Source: an optimization exercise on an open RTL-to-GDS flow (aim: small area and a short achievable clock period). Production flows keep margins and buffers that such runs may drop. Function was checked by simulation only, so behaviour that the tests miss may differ from the original.

==> run Z: inputs <==
==> flow/design.v (excerpt) <==
module decode_exec (
    input  logic        i_clk,
    input  logic        i_arst,
    input  logic [31:0] i_instr,
    input  logic [63:0] i_pc,
    input  logic        i_wb_we,
    input  logic [4:0]  i_wb_addr,
    input  logic [63:0] i_wb_data,
    output logic        o_stall_fetch,
    output logic        o_branch_taken,
    output logic [63:0] o_pc_target,
    output logic        o_ex_reg_we,
    output logic [4:0]  o_ex_rd_addr,
    output logic [63:0] o_ex_result,
    output logic        o_ex_mem_we,
    output logic        o_ex_mem_access,
    output logic        o_ex_load_instr,
    output logic [63:0] o_ex_store_data
);
    localparam int BW = 4;
    localparam int NB = 64 / BW;
    logic [31*64-1:0] rf_q;
    logic [31:1]      rf_v;
    logic [31:1]      wr_sel;
    always_comb begin
        for (int r = 1; r < 32; r++) begin
            wr_sel[r] = i_wb_we && (i_wb_addr == 5'(r));
        end
    end
    always_ff @(posedge i_clk, posedge i_arst) begin
        if (i_arst) begin
            rf_v <= '0;
        end else begin
            rf_v <= rf_v | wr_sel;
        end
    end
    for (genvar r = 1; r < 32; r++) begin : g_rf
        always_ff @(posedge i_clk) begin
            if (wr_sel[r]) begin
                rf_q[(r-1)*64 +: 64] <= i_wb_data;
            end
        end
    end
    logic [4:0]  rs1, rs2, rd;
    logic [63:0] rs1_val, rs2_val;
    assign rs1 = i_instr[19:15];
    assign rs2 = i_instr[24:20];
    assign rd  = i_instr[11:7];
    reg_file u_rs1 (
        .i_addr    (rs1),
        .i_valid   (rf_v),
        .i_q       (rf_q),
        .i_wb_we   (i_wb_we),
        .i_wb_addr (i_wb_addr),
        .i_wb_data (i_wb_data),
        .o_data    (rs1_val)
    );
    reg_file u_rs2 (
        .i_addr    (rs2),
        .i_valid   (rf_v),
        .i_q       (rf_q),
        .i_wb_we   (i_wb_we),
        .i_wb_addr (i_wb_addr),
        .i_wb_data (i_wb_data),
  ...
==> module alu_exec, before the edit <==
module alu_exec #(
    parameter int BW = 8,
    parameter int NB = 64 / BW
) (
    input  logic [63:0]   i_a,
    input  logic [63:0]   i_b,
    input  logic [5:0]    i_shamt,
    input  logic [63:0]   i_pc_plus4,
    input  logic          i_op_sub,
    input  logic          i_op_and,
    input  logic          i_op_or,
    input  logic          i_op_xor,
    input  logic          i_op_slt,
    input  logic          i_op_sll,
    input  logic          i_op_srl,
    input  logic          i_jump,
    input  logic          i_kill,
    output logic [63:0]   o_res0,
    output logic [63:0]   o_res1,
    output logic [NB-1:0] o_blk_g,
    output logic [NB-1:0] o_blk_p,
    output logic          o_slt0,
    output logic          o_slt1
);
    logic [63:0] add_b, shl, shr, other, sum0, sum1;
    logic        subtract, is_add, sgn_diff, k_and, k_or, k_xor, k_sll, k_srl, k_jump, k_slt;
    assign k_and    = i_op_and & !i_kill;
    assign k_or     = i_op_or  & !i_kill;
    assign k_xor    = i_op_xor & !i_kill;
    assign k_sll    = i_op_sll & !i_kill;
    assign k_srl    = i_op_srl & !i_kill;
    assign k_jump   = i_jump   & !i_kill;
    assign k_slt    = i_op_slt & !i_kill;
    assign subtract = i_op_sub | i_op_slt;
    assign add_b    = subtract ? ~i_b : i_b;
    assign is_add   = !(i_op_and | i_op_or | i_op_xor | i_op_slt | i_op_sll | i_op_srl | i_jump
                        | i_kill);
    assign sgn_diff = i_a[63] ^ i_b[63];
    assign shl = i_a << i_shamt;
    assign shr = i_a >> i_shamt;
    assign other = ({64{k_and}} & (i_a & i_b))
                 | ({64{k_or}}  & (i_a | i_b))
                 | ({64{k_xor}} & (i_a ^ i_b))
                 | ({64{k_sll}} & shl)
                 | ({64{k_srl}} & shr)
                 | ({64{k_jump}} & i_pc_plus4);
    always_comb begin
        for (int j = 0; j < NB; j++) begin
            logic [BW-1:0] p, g, pp, gg, np, ng;
            p = i_a[j*BW +: BW] ^ add_b[j*BW +: BW];
            g = i_a[j*BW +: BW] & add_b[j*BW +: BW];
            if (j == 0) begin
                g[0] = g[0] | (p[0] & subtract);
                p[0] = p[0] & !subtract;
            end
            pp = p;
            gg = g;
            for (int d = 1; d < BW; d = d * 2) begin
                np = pp;
                ng = gg;
                for (int i = d; i < BW; i++) begin
                    ng[i] = gg[i] | (pp[i] & gg[i-d]);
                    np[i] = pp[i] & pp[i-d];
                end
                pp = np;
                gg = ng;
            end
            sum0[j*BW +: BW] = (i_a[j*BW +: BW] ^ add_b[j*BW +: BW])
                             ^ {gg[BW-2:0], (j == 0) ? subtract : 1'b0};
            sum1[j*BW +: BW] = (i_a[j*BW +: BW] ^ add_b[j*BW +: BW])
                             ^ ({gg[BW-2:0], 1'b0} | {pp[BW-2:0], 1'b1});
            o_blk_g[j] = gg[BW-1] & !i_kill;
            o_blk_p[j] = pp[BW-1];
        end
    end
    assign o_res0 = is_add ? sum0 : other;
    assign o_res1 = is_add ? sum1 : other;
    assign o_slt0 = k_slt & (sgn_diff ? i_a[63] : sum0[63]);
    assign o_slt1 = k_slt & (sgn_diff ? i_a[63] : sum1[63]);
endmodule
Settings: LEC_CHECK=0, CAP_MARGIN=20, CORE_MARGIN=2, CORE_UTILIZATION=58, PLACE_DENSITY=0.68, SETUP_SLACK_MARGIN=3.5, SLEW_MARGIN=20, SYNTH_HIERARCHICAL=1, SYNTH_MINIMUM_KEEP_SIZE=0; clock period 8.5 ns.
run.sh (not shown) runs the stock make flow with config.mk's settings and CLKGATE_MAP_FILE= SYNTH_SCRIPT=/design/flow/synth_recipe.tcl, a recipe that flattens the netlist after the stock synthesis.
==> inputs of run H, as changes to run Z <==
--- a/flow/design.v
+++ b/flow/design.v
@@ -252,63 +252,63 @@
     input  logic          i_kill,
     output logic [63:0]   o_res0,
     output logic [63:0]   o_res1,
     output logic [NB-1:0] o_blk_g,
     output logic [NB-1:0] o_blk_p,
     output logic          o_slt0,
     output logic          o_slt1
 );
-    logic [63:0] add_b, shl, shr, other, sum0, sum1;
+    logic [63:0] add_b, shl, shr, other, sum0, sum1, p_all, g_all;
     logic        subtract, is_add, sgn_diff, k_and, k_or, k_xor, k_sll, k_srl, k_jump, k_slt;
     assign k_and    = i_op_and & !i_kill;
     assign k_or     = i_op_or  & !i_kill;
     assign k_xor    = i_op_xor & !i_kill;
     assign k_sll    = i_op_sll & !i_kill;
     assign k_srl    = i_op_srl & !i_kill;
     assign k_jump   = i_jump   & !i_kill;
     assign k_slt    = i_op_slt & !i_kill;
     assign subtract = i_op_sub | i_op_slt;
     assign add_b    = subtract ? ~i_b : i_b;
     assign is_add   = !(i_op_and | i_op_or | i_op_xor | i_op_slt | i_op_sll | i_op_srl | i_jump
                         | i_kill);
     assign sgn_diff = i_a[63] ^ i_b[63];
     assign shl = i_a << i_shamt;
     assign shr = i_a >> i_shamt;
-    assign other = ({64{k_and}} & (i_a & i_b))
-                 | ({64{k_or}}  & (i_a | i_b))
-                 | ({64{k_xor}} & (i_a ^ i_b))
+    assign p_all = i_a ^ add_b;
+    assign g_all = i_a & add_b;
+    assign other = ({64{k_and}} & g_all)
+                 | ({64{k_or}}  & (p_all | g_all))
+                 | ({64{k_xor}} & p_all)
                  | ({64{k_sll}} & shl)
                  | ({64{k_srl}} & shr)
                  | ({64{k_jump}} & i_pc_plus4);
     always_comb begin
         for (int j = 0; j < NB; j++) begin
             logic [BW-1:0] p, g, pp, gg, np, ng;
-            p = i_a[j*BW +: BW] ^ add_b[j*BW +: BW];
-            g = i_a[j*BW +: BW] & add_b[j*BW +: BW];
+            p = p_all[j*BW +: BW];
+            g = g_all[j*BW +: BW];
             if (j == 0) begin
                 g[0] = g[0] | (p[0] & subtract);
                 p[0] = p[0] & !subtract;
             end
             pp = p;
             gg = g;
             for (int d = 1; d < BW; d = d * 2) begin
                 np = pp;
                 ng = gg;
                 for (int i = d; i < BW; i++) begin
                     ng[i] = gg[i] | (pp[i] & gg[i-d]);
                     np[i] = pp[i] & pp[i-d];
                 end
                 pp = np;
                 gg = ng;
             end
-            sum0[j*BW +: BW] = (i_a[j*BW +: BW] ^ add_b[j*BW +: BW])
-                             ^ {gg[BW-2:0], (j == 0) ? subtract : 1'b0};
-            sum1[j*BW +: BW] = (i_a[j*BW +: BW] ^ add_b[j*BW +: BW])
-                             ^ ({gg[BW-2:0], 1'b0} | {pp[BW-2:0], 1'b1});
+            sum0[j*BW +: BW] = p_all[j*BW +: BW] ^ {gg[BW-2:0], (j == 0) ? subtract : 1'b0};
+            sum1[j*BW +: BW] = p_all[j*BW +: BW] ^ ({gg[BW-2:0], 1'b0} | {pp[BW-2:0], 1'b1});
             o_blk_g[j] = gg[BW-1] & !i_kill;
             o_blk_p[j] = pp[BW-1];
         end
     end
     assign o_res0 = is_add ? sum0 : other;
     assign o_res1 = is_add ? sum1 : other;
     assign o_slt0 = k_slt & (sgn_diff ? i_a[63] : sum0[63]);
     assign o_slt1 = k_slt & (sgn_diff ? i_a[63] : sum1[63]);
==> flow/config.mk (replaced) <==
export PLATFORM = sky130hd
export DESIGN_NAME = decode_exec
export DESIGN_NICKNAME = decode_exec
export VERILOG_FILES = /design/flow/design.v
export SDC_FILE = /design/flow/constraint.sdc
export NUM_CORES = 4
export LEC_CHECK = 0
export CAP_MARGIN = 20
export CORE_MARGIN = 2
export CORE_UTILIZATION = 55
export PLACE_DENSITY = 0.66
export SETUP_SLACK_MARGIN = 3.4
export SLEW_MARGIN = 20
export SYNTH_HIERARCHICAL = 1
export SYNTH_MINIMUM_KEEP_SIZE = 0
==> inputs of run E, as changes to run Z <==
--- a/flow/design.v
+++ b/flow/design.v
@@ -234,56 +234,46 @@
     end
 endmodule
 module alu_exec #(
     parameter int BW = 8,
     parameter int NB = 64 / BW
 ) (
     input  logic [63:0]   i_a,
     input  logic [63:0]   i_b,
-    input  logic [5:0]    i_shamt,
     input  logic [63:0]   i_pc_plus4,
     input  logic          i_op_sub,
     input  logic          i_op_and,
     input  logic          i_op_or,
     input  logic          i_op_xor,
     input  logic          i_op_slt,
     input  logic          i_op_sll,
     input  logic          i_op_srl,
     input  logic          i_jump,
-    input  logic          i_kill,
     output logic [63:0]   o_res0,
     output logic [63:0]   o_res1,
     output logic [NB-1:0] o_blk_g,
     output logic [NB-1:0] o_blk_p,
     output logic          o_slt0,
     output logic          o_slt1
 );
     logic [63:0] add_b, shl, shr, other, sum0, sum1;
-    logic        subtract, is_add, sgn_diff, k_and, k_or, k_xor, k_sll, k_srl, k_jump, k_slt;
-    assign k_and    = i_op_and & !i_kill;
-    assign k_or     = i_op_or  & !i_kill;
-    assign k_xor    = i_op_xor & !i_kill;
-    assign k_sll    = i_op_sll & !i_kill;
-    assign k_srl    = i_op_srl & !i_kill;
-    assign k_jump   = i_jump   & !i_kill;
-    assign k_slt    = i_op_slt & !i_kill;
+    logic        subtract, is_add, sgn_diff;
     assign subtract = i_op_sub | i_op_slt;
     assign add_b    = subtract ? ~i_b : i_b;
-    assign is_add   = !(i_op_and | i_op_or | i_op_xor | i_op_slt | i_op_sll | i_op_srl | i_jump
-                        | i_kill);
+    assign is_add   = !(i_op_and | i_op_or | i_op_xor | i_op_slt | i_op_sll | i_op_srl | i_jump);
     assign sgn_diff = i_a[63] ^ i_b[63];
-    assign shl = i_a << i_shamt;
-    assign shr = i_a >> i_shamt;
-    assign other = ({64{k_and}} & (i_a & i_b))
-                 | ({64{k_or}}  & (i_a | i_b))
-                 | ({64{k_xor}} & (i_a ^ i_b))
-                 | ({64{k_sll}} & shl)
-                 | ({64{k_srl}} & shr)
-                 | ({64{k_jump}} & i_pc_plus4);
+    assign shl      = i_a << i_b[5:0];
+    assign shr      = i_a >> i_b[5:0];
+    assign other = ({64{i_op_and}} & (i_a & i_b))
+                 | ({64{i_op_or}}  & (i_a | i_b))
+                 | ({64{i_op_xor}} & (i_a ^ i_b))
+                 | ({64{i_op_sll}} & shl)
+                 | ({64{i_op_srl}} & shr)
+                 | ({64{i_jump}}   & i_pc_plus4);
     always_comb begin
         for (int j = 0; j < NB; j++) begin
             logic [BW-1:0] p, g, pp, gg, np, ng;
             p = i_a[j*BW +: BW] ^ add_b[j*BW +: BW];
             g = i_a[j*BW +: BW] & add_b[j*BW +: BW];
             if (j == 0) begin
                 g[0] = g[0] | (p[0] & subtract);
                 p[0] = p[0] & !subtract;
@@ -299,48 +289,24 @@
                 end
                 pp = np;
                 gg = ng;
             end
             sum0[j*BW +: BW] = (i_a[j*BW +: BW] ^ add_b[j*BW +: BW])
                              ^ {gg[BW-2:0], (j == 0) ? subtract : 1'b0};
             sum1[j*BW +: BW] = (i_a[j*BW +: BW] ^ add_b[j*BW +: BW])
                              ^ ({gg[BW-2:0], 1'b0} | {pp[BW-2:0], 1'b1});
-            o_blk_g[j] = gg[BW-1] & !i_kill;
+            o_blk_g[j] = gg[BW-1];
             o_blk_p[j] = pp[BW-1];
         end
     end
     assign o_res0 = is_add ? sum0 : other;
     assign o_res1 = is_add ? sum1 : other;
-    assign o_slt0 = k_slt & (sgn_diff ? i_a[63] : sum0[63]);
-    assign o_slt1 = k_slt & (sgn_diff ? i_a[63] : sum1[63]);
-endmodule
-module pc_adders (
-    input  logic [63:0] i_pc,
-    input  logic [20:0] i_imm,
-    output logic [63:0] o_target,
-    output logic [63:0] o_pc_plus4
-);
-    logic [21:0] low;
-    logic [19:0] low4;
-    logic [42:0] hi, hi_inc, hi_dec;
-    assign hi     = i_pc[63:21];
-    assign hi_inc = hi + 43'd1;
-    assign hi_dec = hi - 43'd1;
-    assign low    = {1'b0, i_pc[20:0]} + {1'b0, i_imm};
-    assign low4   = {1'b0, i_pc[20:2]} + 20'd1;
-    always_comb begin
-        case ({i_imm[20], low[21]})
-            2'b01:   o_target[63:21] = hi_inc;
-            2'b10:   o_target[63:21] = hi_dec;
-            default: o_target[63:21] = hi;
-        endcase
-        o_target[20:0] = low[20:0];
-    end
-    assign o_pc_plus4 = {low4[19] ? hi_inc : hi, low4[18:0], i_pc[1:0]};
+    assign o_slt0 = i_op_slt & (sgn_diff ? i_a[63] : sum0[63]);
+    assign o_slt1 = i_op_slt & (sgn_diff ? i_a[63] : sum1[63]);
 endmodule
 module decode_exec (
     input  logic        i_clk,
     input  logic        i_arst,
     input  logic [31:0] i_instr,
     input  logic [63:0] i_pc,
     input  logic        i_wb_we,
     input  logic [4:0]  i_wb_addr,
@@ -351,17 +317,17 @@
     output logic        o_ex_reg_we,
     output logic [4:0]  o_ex_rd_addr,
     output logic [63:0] o_ex_result,
     output logic        o_ex_mem_we,
     output logic        o_ex_mem_access,
     output logic        o_ex_load_instr,
     output logic [63:0] o_ex_store_data
 );
-    localparam int BW = 4;
+    localparam int BW = 8;
     localparam int NB = 64 / BW;
     logic [31*64-1:0] rf_q;
     logic [31:1]      rf_v;
     logic [31:1]      wr_sel;
     always_comb begin
         for (int r = 1; r < 32; r++) begin
             wr_sel[r] = i_wb_we && (i_wb_addr == 5'(r));
         end
@@ -420,101 +386,96 @@
         .o_mem_we     (mem_we),
         .o_mem_access (mem_access),
         .o_load_instr (load_instr),
         .o_branch     (branch),
         .o_branch_ne  (branch_ne),
         .o_jump       (jump),
         .o_imm        (imm)
     );
-    logic          load_use, flush;
     logic [63:0]   op_b, pc_plus4, res0, res1, target;
     logic [NB-1:0] blk_g, blk_p;
     logic          slt0, slt1, taken;
     assign op_b     = alu_src ? imm : rs2_val;
-    pc_adders u_pc (
-        .i_pc       (i_pc),
-        .i_imm      (imm[20:0]),
-        .o_target   (target),
-        .o_pc_plus4 (pc_plus4)
-    );
+    assign pc_plus4 = i_pc + 64'd4;
+    assign target   = i_pc + imm;
     assign taken    = jump | (branch & ((rs1_val == rs2_val) ^ branch_ne));
     alu_exec #(.BW(BW)) u_alu (
         .i_a        (rs1_val),
         .i_b        (op_b),
-        .i_shamt    (rs2_val[5:0]),
         .i_pc_plus4 (pc_plus4),
         .i_op_sub   (op_sub),
         .i_op_and   (op_and),
         .i_op_or    (op_or),
         .i_op_xor   (op_xor),
         .i_op_slt   (op_slt),
         .i_op_sll   (op_sll),
         .i_op_srl   (op_srl),
         .i_jump     (jump),
-        .i_kill     (flush),
         .o_res0     (res0),
         .o_res1     (res1),
         .o_blk_g    (blk_g),
         .o_blk_p    (blk_p),
         .o_slt0     (slt0),
         .o_slt1     (slt1)
     );
     logic [4:0]    ex_rd;
     logic          ex_ld_nz;
     logic [63:0]   ex_res0;
     logic [63:BW]  ex_res1;
     logic [NB-2:0] ex_g;
     logic [NB-2:1] ex_p;
     logic          ex_slt0, ex_slt1;
+    logic          load_use, flush;
     assign load_use = ex_ld_nz && ((ex_rd == rs1) || (ex_rd == rs2));
     assign flush    = load_use || o_branch_taken;
     always_ff @(posedge i_clk, posedge i_arst) begin
         if (i_arst) begin
-            ex_res0 <= '0;
-            ex_res1 <= '0;
-            ex_g    <= '0;
-            ex_p    <= '0;
-            ex_slt0 <= 1'b0;
-            ex_slt1 <= 1'b0;
-        end else begin
-            ex_res0 <= res0;
-            ex_res1 <= res1[63:BW];
-            ex_g    <= blk_g[NB-2:0];
-            ex_p    <= blk_p[NB-2:1];
-            ex_slt0 <= slt0;
-            ex_slt1 <= slt1;
-        end
-    end
-    always_ff @(posedge i_clk, posedge i_arst) begin
-        if (i_arst) begin
             o_branch_taken  <= 1'b0;
             o_pc_target     <= '0;
             o_ex_reg_we     <= 1'b0;
             ex_rd           <= '0;
+            ex_res0         <= '0;
+            ex_res1         <= '0;
+            ex_g            <= '0;
+            ex_p            <= '0;
+            ex_slt0         <= 1'b0;
+            ex_slt1         <= 1'b0;
             o_ex_mem_we     <= 1'b0;
             o_ex_mem_access <= 1'b0;
             o_ex_load_instr <= 1'b0;
             ex_ld_nz        <= 1'b0;
             o_ex_store_data <= '0;
         end else if (flush) begin
             o_branch_taken  <= 1'b0;
             o_pc_target     <= '0;
             o_ex_reg_we     <= 1'b0;
             ex_rd           <= '0;
+            ex_res0         <= '0;
+            ex_res1         <= '0;
+            ex_g            <= '0;
+            ex_p            <= '0;
+            ex_slt0         <= 1'b0;
+            ex_slt1         <= 1'b0;
             o_ex_mem_we     <= 1'b0;
             o_ex_mem_access <= 1'b0;
             o_ex_load_instr <= 1'b0;
             ex_ld_nz        <= 1'b0;
             o_ex_store_data <= '0;
         end else begin
             o_branch_taken  <= taken;
             o_pc_target     <= target;
             o_ex_reg_we     <= reg_we;
             ex_rd           <= rd;
+            ex_res0         <= res0;
+            ex_res1         <= res1[63:BW];
+            ex_g            <= blk_g[NB-2:0];
+            ex_p            <= blk_p[NB-2:1];
+            ex_slt0         <= slt0;
+            ex_slt1         <= slt1;
             o_ex_mem_we     <= mem_we;
             o_ex_mem_access <= mem_access;
             o_ex_load_instr <= load_instr;
             ex_ld_nz        <= load_instr && (rd != 5'd0);
             o_ex_store_data <= rs2_val;
         end
     end
     hazard_unit #(.BW(BW)) u_ex (
==> flow/config.mk (replaced) <==
export PLATFORM = sky130hd
export DESIGN_NAME = decode_exec
export DESIGN_NICKNAME = decode_exec
export VERILOG_FILES = /design/flow/design.v
export SDC_FILE = /design/flow/constraint.sdc
export NUM_CORES = 4
export LEC_CHECK = 0
export CAP_MARGIN = 20
export CORE_MARGIN = 2
export CORE_UTILIZATION = 55
export PLACE_DENSITY = 0.68
export SETUP_SLACK_MARGIN = 3.5
export SLEW_MARGIN = 20
export SYNTH_HIERARCHICAL = 1
export SYNTH_MINIMUM_KEEP_SIZE = 0
==> results.cfg <==
[placement]
post-place-ws_ns = 0.639
dp_cells = 12200
finalWeightedCongestion = 1.12

[logic_synthesis]
ys.warnings.count = 12

[status]
failed_stage = global routing (5_1_grt)
status = did not finish
tool.error = [ERROR GRT-0232] Routing congestion too high. Check the congestion heatmap in the GUI.

[floorplan]
die_y_um = 458

[clock_network]
postCtsSetupBuffers = 636
the above is filed under run Z

==> results.cfg <==
[status]
status = did not finish
failed_stage = global routing (5_1_grt)
tool.error = [ERROR GRT-0116] Global routing finished with congestion. Check the congestion regions in the DRC Viewer.

[placement]
numPortBuffers = 370
dp_cells = 12600
finalWeightedCongestion = 1.18

[logic_synthesis]
ys.warnings.count = 11

[global_routing]
grt_pass1_vias = 128000

[clock_network]
postCtsSetupBuffers = 839
the above is filed under run E

==> results.cfg <==
[status]
failed_stage = global routing (5_1_grt)
tool.error = [ERROR GRT-0232] Routing congestion too high. Check the congestion heatmap in the GUI.
status = did not finish

[placement]
dp_cells = 12300
post-place-ws_ns = 0.145

[floorplan]
die_y_um = 468
the above is filed under run H

